What follows belongs to an exercise in optimizing a design on an open flow for small area; a production flow would make more cautious choices. At most, simulation tests tie the RTL to the original design; equivalence was not proved.

==> flow/design.v <==
module registerFile
(
    input  logic       clk,
    input  logic       clr,       
    input  logic       we,
    input  logic [4:0] wAddr,
    input  logic [1:0] wDigit,
    input  logic [4:0] aAddr,
    input  logic [4:0] bAddr,
    output logic [1:0] aDigit,
    output logic [1:0] bDigit
);
    logic [31:0] regs [1:31];
    logic [1:0]  outs [0:31];
    logic [3:0]  selHi;
    logic [7:0]  selLo;
    logic [1:0]  wd;
    always_comb begin
        for (int i = 0; i < 4; i++) selHi[i] = clr || (we && wAddr[4:3] == 2'(i));
        for (int i = 0; i < 8; i++) selLo[i] = clr || wAddr[2:0] == 3'(i);
        wd = wDigit & {2{!clr}};
    end
    always_ff @(posedge clk) begin
        for (int i = 1; i < 32; i++) begin
            regs[i] <= {(selHi[i / 8] && selLo[i % 8]) ? wd : regs[i][1:0], regs[i][31:2]};
        end
    end
    always_comb begin
        outs[0] = 2'b00;
        for (int i = 1; i < 32; i++) outs[i] = regs[i][1:0];
    end
    function automatic logic [1:0] mux4(input logic [1:0] s, input logic [1:0] a,
                                        input logic [1:0] b, input logic [1:0] c,
                                        input logic [1:0] d);
        case (s)
            2'd0: mux4 = a;
            2'd1: mux4 = b;
            2'd2: mux4 = c;
            default: mux4 = d;
        endcase
    endfunction
    function automatic logic [1:0] rd32(input logic [4:0] a);
        logic [1:0] l1 [0:7];
        logic [1:0] l2 [0:1];
        for (int j = 0; j < 8; j++) l1[j] = mux4(a[1:0], outs[4*j], outs[4*j+1], outs[4*j+2], outs[4*j+3]);
        for (int j = 0; j < 2; j++) l2[j] = mux4(a[3:2], l1[4*j], l1[4*j+1], l1[4*j+2], l1[4*j+3]);
        rd32 = a[4] ? l2[1] : l2[0];
    endfunction
    assign aDigit = rd32(aAddr);
    assign bDigit = rd32(bAddr);
endmodule
module mipsCpuBus
#(
    parameter logic [31:0] resetVector = 32'hBFC00000
) (
    input  logic        clk,
    input  logic        reset,
    output logic        active,
    output logic [31:0] registerV0,
    output logic [31:0] address,
    output logic        read,
    output logic        write,
    input  logic        waitrequest,
    output logic [31:0] writedata,
    output logic [3:0]  byteenable,
    input  logic [31:0] readdata
);
    localparam logic [3:0] S_FETCH = 4'd0;   
    localparam logic [3:0] S_W1    = 4'd1;   
    localparam logic [3:0] S_EX1   = 4'd2;   
    localparam logic [3:0] S_MEM   = 4'd3;   
    localparam logic [3:0] S_W2    = 4'd4;   
    localparam logic [3:0] S_EX2   = 4'd5;   
    localparam logic [3:0] S_HALT  = 4'd7;   
    localparam logic [3:0] S_DONE  = 4'd8;   
    localparam logic [3:0] S_W2L   = 4'd9;   
    localparam logic [3:0] S_EX2L  = 4'd10;  
    logic [3:0]  state;
    logic [3:0]  ph;
    logic        clr;        
    logic        pend;       
    logic        flag;       
    logic        cMain;      
    logic        cInc;       
    logic        aZero;      
    logic [29:0] A;          
    logic [31:0] N;          
    logic [31:0] WD;         
    logic [31:0] IR;
    wire first = (ph == 4'd0);
    wire last  = (ph == 4'd15);
    wire ex1   = (state == S_EX1);
    wire ex2   = (state == S_EX2);
    wire ex2L  = (state == S_EX2L);
    wire [5:0] op = IR[31:26];
    wire [5:0] fn = IR[5:0];
    wire isR    = !op[5] && !op[3] && !op[2] && !op[1];
    wire iJ     = !op[5] && !op[3] && op[1];
    wire isBr   = !op[5] && !op[3] && op[2];
    wire iBne   = op[0];
    wire isImm  = !op[5] && op[3];
    wire isMem  = op[5];
    wire iSw    = op[3];
    wire iLw    = isMem && !op[3];
    wire [2:0] f3 = isR ? fn[2:0] : op[2:0];
    wire isAlu  = (isR && fn[5]) || isImm;
    wire isSltC = isAlu && (isR ? fn[3] : (f3[2:1] == 2'b01));
    wire sltU   = f3[0];
    wire isLog  = isAlu && f3[2];
    wire iLui   = isLog && f3[1] && f3[0];
    wire subLike = isAlu && !f3[2] && f3[1];
    wire zext   = isImm && f3[2];
    wire isSh   = isR && !fn[5] && !fn[3];
    wire iSll   = isSh && !fn[1];
    wire isSrl  = isSh && fn[1];
    wire iSra   = fn[0];
    wire iJr    = isR && !fn[5] && fn[3];
    wire wrEx1  = isAlu && !isSltC;
    wire wrEx2  = iLw || isSltC || isSh;
    wire [4:0] dest = ex2L ? WD[4:0] : (isR ? IR[15:11] : IR[20:16]);
    wire [4:0] shamt = IR[10:6];
    wire [3:0] shD = shamt[4:1];
    wire       shO = shamt[0];
    logic [1:0] rsD, rtD, wDigit;
    logic       we;
    registerFile u_rf (
        .clk(clk), .clr(clr),
        .we(we), .wAddr(dest), .wDigit(wDigit),
        .aAddr(IR[25:21]), .bAddr(state == S_HALT ? 5'd2 : IR[20:16]),
        .aDigit(rsD), .bDigit(rtD)
    );
    logic [3:0] k;
    logic [1:0] irD, immD, luiD, offD, jD, prevD;
    always_comb begin
        k = {ph[3] ^ (iLui && !ex2L), ph[2:0]};
        irD = IR[2*k +: 2];
    end
    function automatic logic lt4(input logic [3:0] a, input logic [3:0] b);
        lt4 = (!a[3] && b[3])
           || (a[3] == b[3] && ((!a[2] && b[2])
           || (a[2] == b[2] && ((!a[1] && b[1])
           || (a[1] == b[1] && !a[0] && b[0])))));
    endfunction
    wire sgn = IR[15];
    assign immD = !ph[3] ? irD : (zext ? 2'b00 : {sgn, sgn});
    assign luiD = ph[3] ? irD : 2'b00;
    assign offD = first ? 2'b00 : ((!ph[3] || ph[2:0] == 3'd0) ? prevD : {sgn, sgn});
    logic [1:0] pcD;
    logic       cIncOut;
    always_comb begin
        logic [2:0] s;
        s = {1'b0, A[1:0]} + {2'b00, (ph == 4'd1) ? 1'b1 : cInc};
        pcD = first ? 2'b00 : s[1:0];
        cIncOut = s[2];
    end
    assign jD = first ? 2'b00 : (!(ph[3] && ph[2] && ph[1]) ? prevD : pcD);
    logic [1:0] aOp, bRaw, sum, aluD;
    logic       cOut;
    always_comb begin
        logic [2:0] s;
        aOp  = isBr ? pcD : rsD;
        bRaw = isBr ? offD : (isR ? rtD : immD);
        s = {1'b0, aOp} + {1'b0, bRaw ^ {2{subLike}}}
          + {2'b00, first ? subLike : cMain};
        sum  = s[1:0];
        cOut = s[2];
        if (!isLog) aluD = sum;
        else case (f3[1:0])
            2'b00: aluD = rsD & bRaw;
            2'b01: aluD = rsD | bRaw;
            2'b10: aluD = rsD ^ bRaw;
            default: aluD = luiD;
        endcase
    end
    wire eqD   = (rsD == rtD);
    wire taken = (flag && eqD) ^ iBne;
    wire lt    = sltU ? !cOut
               : ((rsD[1] ^ bRaw[1]) ? rsD[1] : sum[1]);
    wire [3:0] m       = ~ph;
    wire       dLeM    = !lt4(m, shD);
    wire       dEqM    = (shD == m);
    wire       sllMask = ex2 && iSll && lt4(ph, shD);
    wire [1:0] fillSh  = iSra ? {WD[31], WD[31]} : 2'b00;
    logic       wdSh;
    logic [1:0] wdIn;
    always_comb begin
        wdSh = 1'b0;
        wdIn = rtD;
        case (state)
            S_EX1: begin
                if (iSw || isSrl) wdSh = 1'b1;
                if (iSll) wdSh = dLeM;
            end
            S_W2: begin
                if (isSrl) wdSh = !dLeM || (shO && dEqM);
                wdIn = fillSh;
            end
            S_EX2: begin
                wdSh = iSll || isSrl;
                wdIn = fillSh;
            end
            S_HALT: wdSh = 1'b1;
            default: ;
        endcase
    end
    logic [1:0] ex2D, mCur;
    always_comb begin
        mCur = sllMask ? 2'b00 : WD[1:0];
        if (ex2L) ex2D = irD;
        else if (isSltC) ex2D = first ? {1'b0, flag} : 2'b00;
        else if (iSll) ex2D = shO ? {mCur[0], first ? 1'b0 : flag} : mCur;
        else ex2D = shO ? {WD[0], flag} : WD[1:0];
    end
    assign we = (ex1 && wrEx1) || (ex2 && wrEx2) || ex2L;
    assign wDigit = ex1 ? aluD : ex2D;
    wire       aSh = !first && (ex1 || ex2L || (ex2 && isMem));
    wire [1:0] aIn = (ex1 && isMem) ? sum : ((!ex1 || pend) ? N[1:0] : pcD);
    logic       nUpd;
    logic [1:0] nD;
    always_comb begin
        nUpd = ex1 && ((isMem && !pend) || isBr || iJ || iJr);
        if (isMem) nD = pcD;
        else if (iJ) nD = jD;
        else if (iJr) nD = rsD;
        else nD = sum;
    end
    assign read = (state == S_FETCH && !aZero) || (state == S_MEM && iLw);
    assign write = (state == S_MEM) && iSw;
    assign address = {A, 2'b00};
    assign writedata = WD;
    assign byteenable = 4'b1111;
    assign active = (state != S_DONE);
    assign registerV0 = WD;
    always_ff @(posedge clk) begin
        N <= {nUpd ? nD : N[1:0], N[31:2]};
        if (aSh) begin
            A <= {aIn, A[29:2]};
            aZero <= (ph == 4'd1 || aZero) && aIn == 2'b00;
        end
        cInc <= cIncOut;
        prevD <= irD;
        cMain <= cOut;
        if (wdSh) begin
            WD <= {wdIn, WD[31:2]};
            flag <= sllMask ? 1'b0 : WD[1];
        end else if (ex1 && iLw) begin
            WD[4:0] <= IR[20:16];
        end
        if (read && !waitrequest) IR <= readdata;
        if (ex1) begin
            if (isBr) flag <= first ? eqD : (flag && eqD);
            else if (last && isSltC) flag <= lt;
        end
        if (reset) begin
            state <= S_FETCH;
            ph <= 4'd0;
            clr <= 1'b1;
            A <= resetVector[31:2];
            aZero <= (resetVector[31:2] == 30'd0);
            pend <= 1'b0;
        end else begin
            ph <= ph + 4'd1;
            if (last) clr <= 1'b0;
            if (ex1 && last) pend <= isBr ? taken : (iJ || iJr);
            case (state)
                S_FETCH: begin
                    if (aZero) begin
                        if (last) state <= S_HALT;
                    end
                    else if (!waitrequest) state <= last ? S_EX1 : S_W1;
                end
                S_W1: if (last) state <= S_EX1;
                S_EX1: if (last) begin
                    if (isMem) state <= S_MEM;
                    else if (isSrl) state <= S_W2;
                    else if (isSltC || iSll) state <= S_EX2;
                    else state <= S_FETCH;
                end
                S_MEM: if (!waitrequest) begin
                    if (iLw) state <= last ? S_EX2L : S_W2L;
                    else state <= last ? S_EX2 : S_W2;
                end
                S_W2L: if (last) state <= S_EX2L;
                S_EX2L: if (last) state <= S_FETCH;
                S_W2: if (last) state <= S_EX2;
                S_EX2: if (last) state <= S_FETCH;
                S_HALT: if (last) state <= S_DONE;
                default: state <= S_DONE;
            endcase
        end
    end
endmodule
==> flow/config.mk <==
export PLATFORM = sky130hd
export DESIGN_NAME = mipsCpuBus
export DESIGN_NICKNAME = mipsCpuBus
export VERILOG_FILES = /design/flow/design.v
export SDC_FILE = /design/flow/constraint.sdc
export NUM_CORES = 4
export LEC_CHECK = 0
export ABC_AREA = 1
export CAP_MARGIN = 20
export CORE_MARGIN = 2
export CORE_UTILIZATION = 60
export CTS_BUF_LIST = sky130_fd_sc_hd__clkbuf_8
export CTS_CLUSTER_DIAMETER = 50
export CTS_CLUSTER_SIZE = 20
export SLEW_MARGIN = 20
export SYNTH_HIERARCHICAL = 1
==> flow/constraint.sdc <==
create_clock -name core_clock -period 10.0 [get_ports {clk}]
set_input_delay 2.0000 -clock core_clock [delete_from_list [all_inputs] [get_ports {clk}]]
set_output_delay 2.0000 -clock core_clock [all_outputs]
set_load 0.01 [all_outputs]
standard.sh (not shown) runs the stock make flow with config.mk's settings and CLKGATE_MAP_FILE= SYNTH_SCRIPT=/design/flow/synth_recipe.tcl, a recipe that flattens the netlist after the stock synthesis.
==> flow/flow/run.sh <==
#!/bin/bash
# The standard layout, with two changes: clock tree synthesis inserts no
# dummy loads, and the port buffers use the smallest buffer cell.
set -euo pipefail
export CTS_ARGS="-sink_clustering_enable -repair_clock_nets -sink_clustering_size 20 -sink_clustering_max_diameter 50 -buf_list sky130_fd_sc_hd__clkbuf_8 -dont_use_dummy_load"
export BUFFER_PORTS_ARGS="-buffer_cell sky130_fd_sc_hd__buf_1"
bash standard.sh > flow_standard.log 2>&1
==> next run, changes <==
--- a/flow/design.v
+++ b/flow/design.v
@@ -4,12 +4,10 @@
     input  logic       clr,       
     input  logic       we,
     input  logic [4:0] wAddr,
     input  logic [1:0] wDigit,
-    input  logic [4:0] aAddr,
-    input  logic [4:0] bAddr,
-    output logic [1:0] aDigit,
-    output logic [1:0] bDigit
+    input  logic [4:0] rAddr,
+    output logic [1:0] rDigit
 );
     logic [31:0] regs [1:31];
     logic [1:0]  outs [0:31];
     logic [3:0]  selHi;
@@ -45,10 +43,9 @@
         for (int j = 0; j < 8; j++) l1[j] = mux4(a[1:0], outs[4*j], outs[4*j+1], outs[4*j+2], outs[4*j+3]);
         for (int j = 0; j < 2; j++) l2[j] = mux4(a[3:2], l1[4*j], l1[4*j+1], l1[4*j+2], l1[4*j+3]);
         rd32 = a[4] ? l2[1] : l2[0];
     endfunction
-    assign aDigit = rd32(aAddr);
-    assign bDigit = rd32(bAddr);
+    assign rDigit = rd32(rAddr);
 endmodule
 module mipsCpuBus
 #(
     parameter logic [31:0] resetVector = 32'hBFC00000
@@ -66,8 +63,9 @@
     input  logic [31:0] readdata
 );
     localparam logic [3:0] S_FETCH = 4'd0;   
     localparam logic [3:0] S_W1    = 4'd1;   
+    localparam logic [3:0] S_EX0   = 4'd6;   
     localparam logic [3:0] S_EX1   = 4'd2;   
     localparam logic [3:0] S_MEM   = 4'd3;   
     localparam logic [3:0] S_W2    = 4'd4;   
     localparam logic [3:0] S_EX2   = 4'd5;   
@@ -91,8 +89,9 @@
     wire last  = (ph == 4'd15);
     wire ex1   = (state == S_EX1);
     wire ex2   = (state == S_EX2);
     wire ex2L  = (state == S_EX2L);
+    wire ex0   = (state == S_EX0);
     wire [5:0] op = IR[31:26];
     wire [5:0] fn = IR[5:0];
     wire isR    = !op[5] && !op[3] && !op[2] && !op[1];
     wire iJ     = !op[5] && !op[3] && op[1];
@@ -118,18 +117,25 @@
     wire wrEx1  = isAlu && !isSltC;
     wire wrEx2  = iLw || isSltC || isSh;
     wire [4:0] dest = ex2L ? WD[4:0] : (isR ? IR[15:11] : IR[20:16]);
     wire [4:0] shamt = IR[10:6];
+    function automatic logic needRt(input logic [31:0] w);
+        needRt = (!w[31] && !w[29] && !w[28] && !w[27] && w[5])   
+              || (!w[31] && !w[29] && w[28])                      
+              || (w[31] && w[29]);                                
+    endfunction
+    wire useRt = ex0 || (ex1 && isSh);
     wire [3:0] shD = shamt[4:1];
     wire       shO = shamt[0];
     logic [1:0] rsD, rtD, wDigit;
     logic       we;
     registerFile u_rf (
         .clk(clk), .clr(clr),
         .we(we), .wAddr(dest), .wDigit(wDigit),
-        .aAddr(IR[25:21]), .bAddr(state == S_HALT ? 5'd2 : IR[20:16]),
-        .aDigit(rsD), .bDigit(rtD)
+        .rAddr(state == S_HALT ? 5'd2 : (useRt ? IR[20:16] : IR[25:21])),
+        .rDigit(rsD)
     );
+    assign rtD = WD[1:0];
     logic [3:0] k;
     logic [1:0] irD, immD, luiD, offD, jD, prevD;
     always_comb begin
         k = {ph[3] ^ (iLui && !ex2L), ph[2:0]};
@@ -184,12 +190,13 @@
     logic       wdSh;
     logic [1:0] wdIn;
     always_comb begin
         wdSh = 1'b0;
-        wdIn = rtD;
+        wdIn = rsD;
         case (state)
+            S_EX0: wdSh = 1'b1;
             S_EX1: begin
-                if (iSw || isSrl) wdSh = 1'b1;
+                if (isSrl || (isR && fn[5]) || isBr) wdSh = 1'b1;
                 if (iSll) wdSh = dLeM;
             end
             S_W2: begin
                 if (isSrl) wdSh = !dLeM || (shO && dEqM);
@@ -212,10 +219,16 @@
         else ex2D = shO ? {WD[0], flag} : WD[1:0];
     end
     assign we = (ex1 && wrEx1) || (ex2 && wrEx2) || ex2L;
     assign wDigit = ex1 ? aluD : ex2D;
-    wire       aSh = !first && (ex1 || ex2L || (ex2 && isMem));
-    wire [1:0] aIn = (ex1 && isMem) ? sum : ((!ex1 || pend) ? N[1:0] : pcD);
+    wire       aSh = !first && (clr || ex1 || ex2L || (ex2 && isMem));
+    logic [1:0] aIn;
+    always_comb begin
+        if (clr) aIn = resetVector[2*ph +: 2];
+        else if (ex1 && isMem) aIn = sum;
+        else if (!ex1 || pend) aIn = N[1:0];
+        else aIn = pcD;
+    end
     logic       nUpd;
     logic [1:0] nD;
     always_comb begin
         nUpd = ex1 && ((isMem && !pend) || isBr || iJ || iJr);
@@ -223,9 +236,9 @@
         else if (iJ) nD = jD;
         else if (iJr) nD = rsD;
         else nD = sum;
     end
-    assign read = (state == S_FETCH && !aZero) || (state == S_MEM && iLw);
+    assign read = (state == S_FETCH && !aZero && !clr) || (state == S_MEM && iLw);
     assign write = (state == S_MEM) && iSw;
     assign address = {A, 2'b00};
     assign writedata = WD;
     assign byteenable = 4'b1111;
@@ -254,23 +267,23 @@
         if (reset) begin
             state <= S_FETCH;
             ph <= 4'd0;
             clr <= 1'b1;
-            A <= resetVector[31:2];
-            aZero <= (resetVector[31:2] == 30'd0);
             pend <= 1'b0;
         end else begin
             ph <= ph + 4'd1;
             if (last) clr <= 1'b0;
             if (ex1 && last) pend <= isBr ? taken : (iJ || iJr);
             case (state)
                 S_FETCH: begin
-                    if (aZero) begin
+                    if (clr) ;
+                    else if (aZero) begin
                         if (last) state <= S_HALT;
                     end
-                    else if (!waitrequest) state <= last ? S_EX1 : S_W1;
+                    else if (!waitrequest) state <= S_W1;
                 end
-                S_W1: if (last) state <= S_EX1;
+                S_W1: if (last) state <= needRt(IR) ? S_EX0 : S_EX1;
+                S_EX0: if (last) state <= S_EX1;
                 S_EX1: if (last) begin
                     if (isMem) state <= S_MEM;
                     else if (isSrl) state <= S_W2;
                     else if (isSltC || iSll) state <= S_EX2;
Result: Final cell count is lower by a few percent. Core utilization is higher by 0.49 points. Routed wire length is lower by a few percent. Fmax is lower by roughly a tenth. Non-clock buffer count stays the same. First-iteration DRC count is higher by roughly a tenth. Via count is lower by a little under a tenth. Hold slack hardly moves. Synthesized area is lower slightly.
Only the layout flow was run in the second run of this note; the RTL was not checked for function there.

## separate check: timing with driven ports
Ports are ideal in the flow. The routed layouts listed here were re-timed in OpenROAD. Step 1: set_driving_cell puts a clkbuf_16 on clk and a buf_2 on each other input, an assumption about the parent block. Step 2 moves the port delays by t, midway between the first and last clock arrival at a register: inputs arrive t later, outputs are due t later. That takes back most of the time a late clock gives input paths. Slacks: no drivers / after step 1 / after step 2; pairs: no drivers / after step 1.
run	t (ns)	slack for setup (ns)	slew at the worst register clock pin (ns)
the first run	0.697	4.696 / 4.696 / 4.696	0.11 / 0.11
the second run	0.690	3.964 / 3.964 / 3.964	0.11 / 0.11
After both steps every run listed still meets setup and hold.
